Context: an optimization exercise on an open-source flow, tuned for small area, a short achievable clock period and few clock cycles per item. The choices shown serve that exercise and are no tape-out recipe.
In this exercise RTL edits were held to simulation tests only and were not proved equivalent to the original.
Power figures rest on the tool's default switching activity, not on a simulated workload. The clock port is modelled as an ideal driver; clocking choices that lean on that would not hold on a real chip.

Design l1_cache, start of the top module:
module l1_cache #(
    parameter int INDEX_BITS = 4
) (
    input  logic        clock,
    input  logic        arst_n,
    input  logic        read,
    input  logic        write,
    input  logic        flush,
    input  logic [31:0] address,
    input  logic [31:0] data_in,
    input  logic [3:0]  byte_en,
    input  logic [3:0]  mem2cache_msg,
    input  logic [31:0] mem2cache_data,
    output logic        ready,
    output logic        valid,
    output logic [31:0] data_out,
    output logic [3:0]  cache2mem_msg,
    output logic [31:0] cache2mem_address,
    output logic [31:0] cache2mem_data
);
    localparam int DEPTH    = 1 << INDEX_BITS;
    localparam int TAG_BITS = 32 - 2 - INDEX_BITS;
    localparam logic [1:0] M_NONE  = 2'd0;
    localparam logic [1:0] M_READ  = 2'd1;    
    localparam logic [1:0] M_WB    = 2'd2;    
    localparam logic [1:0] M_FLUSH = 2'd3;    
    logic [DEPTH-1:0]    valid_bits;
    logic [DEPTH-1:0]    dirty_bits;
    logic [TAG_BITS-1:0] tag_mem  [0:DEPTH-1];
    logic [31:0]         data_mem [0:DEPTH-1];
    logic                  s1_v;
    logic                  s1_rd, s1_wr, s1_fl;
    logic [TAG_BITS-1:0]   s1_tag;
    logic [INDEX_BITS-1:0] s1_idx;
    logic [DEPTH-1:0]      s1_oh;       
    logic [31:0]           s1_data;
    logic [3:0]            s1_wbe;      
    logic [TAG_BITS-1:0]   tsel_q;
    logic                  vsel_q, dsel_q;
    logic [1:0]            msg_q;
    logic                  m_gap;       
    logic                  m_wbp;       
    logic [INDEX_BITS-1:0] m_idx;
    logic                  m_rd;
    logic [3:0]            m_keep;      
    logic [29:0]           maddr_q;
    logic [31:0]           out_q;       
    logic                  valid_q;
    logic                  ready_q;
  ...
Size: roughly 1,200 flip-flops, about 210 I/O pins, about 43,000 um^2 of cells after synthesis.
export LEC_CHECK = 0
export CAP_MARGIN = 20
export CORE_MARGIN = 2
export CORE_UTILIZATION = 40
export SETUP_SLACK_MARGIN = 2.6
export SLEW_MARGIN = 20
export TNS_END_PERCENT = 10
create_clock -name core_clock -period 5.0 [get_ports {clock}]
standard.sh (not shown) runs the stock make flow with config.mk's settings and CLKGATE_MAP_FILE= SYNTH_SCRIPT=/design/flow/synth_recipe.tcl, a recipe that flattens the netlist after the stock synthesis.
==> flow/flow/run.sh <==
#!/bin/bash
# The standard layout, with two changes:
#  - port buffers are buf_2 cells rather than the default delay buffers;
#  - the clock tree uses clkbuf_16 in clusters of up to 30 sinks and 80 um,
#    without dummy loads.
# make's full output goes to standard.log; each ORFS step keeps its own log
# under orfs/logs/.
set -euo pipefail
cd "$(dirname "$0")/.."
bash standard.sh \
  "BUFFER_PORTS_ARGS=-buffer_cell sky130_fd_sc_hd__buf_2" \
  "CTS_ARGS=-sink_clustering_enable -repair_clock_nets -dont_use_dummy_load -sink_clustering_size 30 -sink_clustering_max_diameter 80 -buf_list {sky130_fd_sc_hd__clkbuf_16}" \
  finish > standard.log 2>&1
The baseline passed the timing, design-rule and antenna checks.
Testbench counts at the start, summed over its fixed seeds: cycles 51,789, items 12,000.
==> next run, changes <==
==> flow/flow/run.sh (replaced) <==
#!/bin/bash
# The standard layout, with two changes:
#  - port buffers are buf_2 cells rather than the default delay buffers;
#  - the clock tree uses clkbuf_4/clkbuf_8 in clusters of up to 30 sinks,
#    without dummy loads.
# make's full output goes to standard.log; each ORFS step keeps its own log
# under orfs/logs/.
set -euo pipefail
cd "$(dirname "$0")/.."
bash standard.sh \
  "BUFFER_PORTS_ARGS=-buffer_cell sky130_fd_sc_hd__buf_2" \
  "CTS_ARGS=-sink_clustering_enable -repair_clock_nets -dont_use_dummy_load -sink_clustering_size 30 -buf_list {sky130_fd_sc_hd__clkbuf_4 sky130_fd_sc_hd__clkbuf_8}" \
  finish > standard.log 2>&1
=> Cell count is higher by 3.4%; via count is higher by 3.5%; global-route usage is higher by 0.85 points; count of clock-buffer cells in the layout is higher by 132; power is higher by 7.7%; register-to-register slack is better by 40 ps; sequential share of layout area is lower by 2.1 points; routed wire length is higher by 3.6%; final area is higher by 3.0%; worst setup slack is better by 44 ps.
==> next run, changes <==
==> flow/flow/run.sh (replaced) <==
#!/bin/bash
# The standard layout, with two changes:
#  - port buffers are buf_2 cells rather than the default delay buffers;
#  - the clock tree uses clkbuf_16 in clusters of up to 30 sinks and 80 um,
#    without dummy loads.
# make's full output goes to standard.log; each ORFS step keeps its own log
# under orfs/logs/.
set -euo pipefail
cd "$(dirname "$0")/.."
bash standard.sh \
  "BUFFER_PORTS_ARGS=-buffer_cell sky130_fd_sc_hd__buf_2" \
  "CTS_ARGS=-sink_clustering_enable -repair_clock_nets -dont_use_dummy_load -sink_clustering_size 30 -sink_clustering_max_diameter 80 -buf_list {sky130_fd_sc_hd__clkbuf_16}" \
  finish > standard.log 2>&1
--- a/flow/config.mk
+++ b/flow/config.mk
@@ -9,5 +9,5 @@
 export CORE_MARGIN = 2
 export CORE_UTILIZATION = 40
-export SETUP_SLACK_MARGIN = 2.6
+export SETUP_SLACK_MARGIN = 2.65
 export SLEW_MARGIN = 20
-export TNS_END_PERCENT = 10
+export TNS_END_PERCENT = 100
What happened:
- worst setup slack gets better by 73 ps
- combinational power grows by 11%
- synthesized cell count does not change
==> next run, changes <==
--- a/flow/config.mk
+++ b/flow/config.mk
@@ -9,5 +9,6 @@
 export CORE_MARGIN = 2
 export CORE_UTILIZATION = 40
-export SETUP_SLACK_MARGIN = 2.65
+export PLACE_DENSITY = 0.75
+export SETUP_SLACK_MARGIN = 2.45
 export SLEW_MARGIN = 20
 export TNS_END_PERCENT = 100
=> The changed run went through all stages and came out clean. Design area came out lower by about 3.4%. Hold slack is better by 36 ps. Die area is unchanged. Non-clock buffer count fell by 41. Setup slack is worse by 22 ps.


The RTL this note starts from:
==> flow/design.v <==
`timescale 1ns/100ps
package cache_pkg;
    localparam int DATA_WIDTH   = 32;
    localparam int ADDRESS_BITS = 32;
    localparam int BYTE_LANES   = DATA_WIDTH / 8;
    typedef logic [DATA_WIDTH-1:0]   word_t;
    typedef logic [ADDRESS_BITS-1:0] addr_t;
    typedef logic [BYTE_LANES-1:0]   byte_en_t;
    typedef logic [3:0]              msg_t;
    localparam msg_t NO_REQ   = 4'd0;
    localparam msg_t R_REQ    = 4'd1;
    localparam msg_t WB_REQ   = 4'd2;
    localparam msg_t FLUSH    = 4'd3;
    localparam msg_t MEM_RESP = 4'd4;
    typedef enum logic [3:0] {
        RESET,
        IDLE,
        CACHE_ACCESS,
        WRITE_BACK,
        WB_WAIT,
        READ_STATE,
        WAIT,
        UPDATE,
        SRV_FLUSH_REQ,
        WAIT_FLUSH_REQ
    } ctrl_state_t;
endpackage
`timescale 1ns/100ps
`timescale 1ns/100ps
`timescale 1ns/100ps
module l1_cache #(
    parameter int INDEX_BITS = 4
) (
    input  logic        clock,
    input  logic        arst_n,
    input  logic        read,
    input  logic        write,
    input  logic        flush,
    input  logic [31:0] address,
    input  logic [31:0] data_in,
    input  logic [3:0]  byte_en,
    input  logic [3:0]  mem2cache_msg,
    input  logic [31:0] mem2cache_data,
    output logic        ready,
    output logic        valid,
    output logic [31:0] data_out,
    output logic [3:0]  cache2mem_msg,
    output logic [31:0] cache2mem_address,
    output logic [31:0] cache2mem_data
);
    localparam int DEPTH    = 1 << INDEX_BITS;
    localparam int TAG_BITS = 32 - 2 - INDEX_BITS;
    localparam logic [1:0] M_NONE  = 2'd0;
    localparam logic [1:0] M_READ  = 2'd1;    
    localparam logic [1:0] M_WB    = 2'd2;    
    localparam logic [1:0] M_FLUSH = 2'd3;    
    logic [DEPTH-1:0]    valid_bits;
    logic [DEPTH-1:0]    dirty_bits;
    logic [TAG_BITS-1:0] tag_mem  [0:DEPTH-1];
    logic [31:0]         data_mem [0:DEPTH-1];
    logic                  s1_v;
    logic                  s1_rd, s1_wr, s1_fl;
    logic [TAG_BITS-1:0]   s1_tag;
    logic [INDEX_BITS-1:0] s1_idx;
    logic [DEPTH-1:0]      s1_oh;       
    logic [31:0]           s1_data;
    logic [3:0]            s1_wbe;      
    logic [TAG_BITS-1:0]   tsel_q;
    logic                  vsel_q, dsel_q;
    logic [1:0]            msg_q;
    logic                  m_gap;       
    logic                  m_wbp;       
    logic [INDEX_BITS-1:0] m_idx;
    logic                  m_rd;
    logic [3:0]            m_keep;      
    logic [29:0]           maddr_q;
    logic [31:0]           out_q;       
    logic                  valid_q;
    logic                  ready_q;
    logic                  fire_q;      
    logic one_request, mem_resp, m_busy, fire, hit, victim_dirty;
    logic s1_v_next, m_busy_next, m_gap_next, m_wbp_next;
    logic [1:0] msg_next;
    logic [TAG_BITS-1:0]   tag_rd;
    logic [31:0]           data_sel;
    logic                  same_line;
    assign one_request = (read & ~write & ~flush) | (~read & write & ~flush) |
                         (~read & ~write & flush);
    assign mem_resp = (mem2cache_msg == 4'd4);
    assign m_busy   = (msg_q != M_NONE) | m_gap;
    assign fire     = fire_q;
    assign hit          = vsel_q & (tsel_q == s1_tag);
    assign victim_dirty = vsel_q & dsel_q;
    logic                  take_addr;
    logic [DEPTH-1:0]      addr_oh, sel_oh, hold_oh, hold_oh_next;
    logic [INDEX_BITS-1:0] s1_idx_next, m_idx_next, hold_idx_next;
    logic                  v_rd, d_rd;
    assign take_addr = (~s1_v | fire) & ~m_wbp;
    always_comb begin
        for (int j = 0; j < DEPTH; j++) begin
            addr_oh[j] = (address[2 +: INDEX_BITS] == j);
        end
    end
    assign sel_oh = take_addr ? addr_oh : hold_oh;
    always_comb begin
        tag_rd = '0;
        v_rd   = 1'b0;
        d_rd   = 1'b0;
        for (int j = 0; j < DEPTH; j++) begin
            tag_rd = tag_rd | (tag_mem[j] & {TAG_BITS{sel_oh[j]}});
            v_rd   = v_rd | (valid_bits[j] & sel_oh[j]);
            d_rd   = d_rd | (dirty_bits[j] & sel_oh[j]);
        end
    end
    assign same_line = fire & (address[2 +: INDEX_BITS] == s1_idx);
    assign s1_idx_next   = (~s1_v | fire) ? address[2 +: INDEX_BITS] : s1_idx;
    assign m_idx_next    = fire ? s1_idx : m_idx;
    assign hold_idx_next = m_wbp_next ? m_idx_next : s1_idx_next;
    always_comb begin
        for (int j = 0; j < DEPTH; j++) begin
            hold_oh_next[j] = (hold_idx_next == j);
        end
    end
    always_ff @(posedge clock) begin
        hold_oh <= hold_oh_next;
    end
    always_comb begin
        data_sel = '0;
        for (int j = 0; j < DEPTH; j++) begin
            data_sel = data_sel | (data_mem[j] & {32{s1_oh[j]}});
        end
    end
    always_ff @(posedge clock) begin
        tsel_q <= tag_rd;
        if (same_line) begin
            vsel_q <= ~s1_fl | (vsel_q & ~hit);
            dsel_q <= s1_wr | dsel_q;
        end else begin
            vsel_q <= v_rd;
            dsel_q <= d_rd;
        end
    end
    always_comb begin
        msg_next   = msg_q;
        m_gap_next = m_gap;
        if (fire) begin
            if (s1_fl) begin
                if (hit & dsel_q) msg_next = M_FLUSH;
            end else if (!hit) begin
                msg_next = victim_dirty ? M_WB : M_READ;
            end
        end else if (m_gap) begin
            msg_next   = M_READ;
            m_gap_next = 1'b0;
        end else if (mem_resp) begin
            msg_next   = M_NONE;
            m_gap_next = (msg_q == M_WB);
        end
    end
    assign m_busy_next = (msg_next != M_NONE) | m_gap_next;
    assign m_wbp_next  = (msg_next == M_WB) | m_gap_next;
    assign s1_v_next   = ready_q ? one_request : (s1_v & ~fire);
    always_ff @(posedge clock or negedge arst_n) begin
        if (!arst_n) begin
            ready_q <= 1'b0;
            fire_q  <= 1'b0;
            s1_v    <= 1'b0;
            msg_q   <= M_NONE;
            m_gap   <= 1'b0;
            m_wbp   <= 1'b0;
            valid_q <= 1'b0;
        end else begin
            ready_q <= ~(s1_v_next & m_busy_next) & ~m_wbp_next;
            fire_q  <= s1_v_next & ~m_busy_next;
            s1_v    <= s1_v_next;
            msg_q   <= msg_next;
            m_gap   <= m_gap_next;
            m_wbp   <= m_wbp_next;
            valid_q <= (fire & s1_rd & hit) |
                       ((msg_q == M_READ) & mem_resp & m_rd);
        end
    end
    always_ff @(posedge clock) begin
        if (~s1_v | fire) begin
            s1_rd   <= read;
            s1_wr   <= write;
            s1_fl   <= flush;
            s1_tag  <= address[31 -: TAG_BITS];
            s1_idx  <= address[2 +: INDEX_BITS];
            s1_data <= data_in;
            s1_wbe  <= write ? byte_en : 4'b0000;
            for (int j = 0; j < DEPTH; j++) begin
                s1_oh[j] <= (address[2 +: INDEX_BITS] == j);
            end
        end
    end
    always_ff @(posedge clock) begin
        if (fire) begin
            m_idx  <= s1_idx;
            m_rd   <= s1_rd;
            m_keep <= s1_wbe;
        end
        if (fire) begin
            maddr_q <= {(victim_dirty ? tsel_q : s1_tag), s1_idx};
        end else if (m_gap) begin
            maddr_q <= {tsel_q, m_idx};
        end
        if (fire) begin
            out_q <= data_sel;
        end else if (msg_q == M_READ) begin
            out_q <= mem2cache_data;
        end
    end
    always_ff @(posedge clock or negedge arst_n) begin
        if (!arst_n) begin
            valid_bits <= '0;
        end else begin
            for (int j = 0; j < DEPTH; j++) begin
                if (fire & s1_oh[j] & (~s1_fl | hit)) valid_bits[j] <= ~s1_fl;
            end
        end
    end
    logic        fill;
    logic [31:0] wdata;
    assign fill  = (msg_q == M_READ);
    assign wdata = m_busy ? mem2cache_data : s1_data;
    always_ff @(posedge clock) begin
        for (int j = 0; j < DEPTH; j++) begin
            if (fire & ~s1_fl & s1_oh[j]) begin
                tag_mem[j]    <= s1_tag;
                dirty_bits[j] <= s1_wr | (hit & dsel_q);
            end
            for (int i = 0; i < 4; i++) begin
                if ((fire & s1_oh[j] & s1_wbe[i]) |
                    (fill & (m_idx == j) & ~m_keep[i])) begin
                    data_mem[j][8*i +: 8] <= wdata[8*i +: 8];
                end
            end
        end
    end
    assign ready             = ready_q;
    assign valid             = valid_q;
    assign data_out          = out_q;
    assign cache2mem_msg     = {2'b00, msg_q};
    assign cache2mem_address = {maddr_q, 2'b00};
    assign cache2mem_data    = out_q;
endmodule
Settings: LEC_CHECK=0, CAP_MARGIN=20, CORE_MARGIN=2, CORE_UTILIZATION=40, SETUP_SLACK_MARGIN=2.45, SLEW_MARGIN=20, TNS_END_PERCENT=100; clock period 5.0 ns.
==> flow/flow/run.sh <==
#!/bin/bash
# The standard layout, with two changes:
#  - port buffers are buf_2 cells rather than the default delay buffers;
#  - the clock tree uses clkbuf_16 in clusters of up to 25 sinks and 70 um,
#    without dummy loads.
# make's full output goes to standard.log; each ORFS step keeps its own log
# under orfs/logs/.
set -euo pipefail
cd "$(dirname "$0")/.."
bash standard.sh \
  "BUFFER_PORTS_ARGS=-buffer_cell sky130_fd_sc_hd__buf_2" \
  "CTS_ARGS=-sink_clustering_enable -repair_clock_nets -dont_use_dummy_load -sink_clustering_size 25 -sink_clustering_max_diameter 70 -buf_list {sky130_fd_sc_hd__clkbuf_16}" \
  finish > standard.log 2>&1
Testbench counts at the start, summed over its fixed seeds: cycles 51,789, items 12,000.
Edit:
--- a/flow/flow/run.sh
+++ b/flow/flow/run.sh
@@ -4 +4 @@
-#  - the clock tree uses clkbuf_16 in clusters of up to 25 sinks and 70 um,
+#  - the clock tree uses clkbuf_8/clkbuf_16 in clusters of up to 30 sinks and 80 um,
@@ -12 +12 @@
-  "CTS_ARGS=-sink_clustering_enable -repair_clock_nets -dont_use_dummy_load -sink_clustering_size 25 -sink_clustering_max_diameter 70 -buf_list {sky130_fd_sc_hd__clkbuf_16}" \
+  "CTS_ARGS=-sink_clustering_enable -repair_clock_nets -dont_use_dummy_load -sink_clustering_size 30 -sink_clustering_max_diameter 80 -buf_list {sky130_fd_sc_hd__clkbuf_8 sky130_fd_sc_hd__clkbuf_16}" \
=> The new run passed the timing, design-rule and antenna checks; total power fell by about 4%; final cell count fell by about 0.9%; first-iteration DRC count rose by 2.0%.

==> afterwards: timing with drivers on the ports <==
No port has a modelled driver above. Below, the same layouts with a new extraction and two added sets of constraints.
Step 1, drivers: a clkbuf_16 drives clock and a buf_2 each remaining input, both assumed.
Step 2, shift: input delay + t, output delay - t, t = (earliest + latest rising clock arrival at the registers) / 2. This alone moves slack from input paths to output paths.
Slacks: ideal ports / drivers / drivers and shift; pairs: ideal ports / drivers.
run | t, ns | setup WS [ns] | worst setup path after step 2 | clock arrival spread, ns
the first run of note 1 | 0.728 | 2.337 / 2.337 / 1.882 | input to register | 0.082 / 0.082
the second run of note 1 | 0.889 | 2.380 / 2.380 / 1.566 | input to register | 0.094 / 0.094
the third run of note 1 | 0.729 | 2.453 / 2.453 / 1.918 | input to register | 0.121 / 0.120
the fourth run of note 1 | 0.704 | 2.431 / 2.431 / 1.811 | input to register | 0.053 / 0.053
the first run of note 2 | 0.690 | 2.400 / 2.412 / 1.722 | input to register | 0.122 / 0.123
the second run of note 2 | 0.714 | 2.476 / 2.476 / 1.837 | input to register | 0.075 / 0.074
After both steps every run listed still meets setup and hold. For the second run of note 1, which loses most, drivers alone change the setup slack by 0.000 ns; drivers and shift together by -0.814 ns.
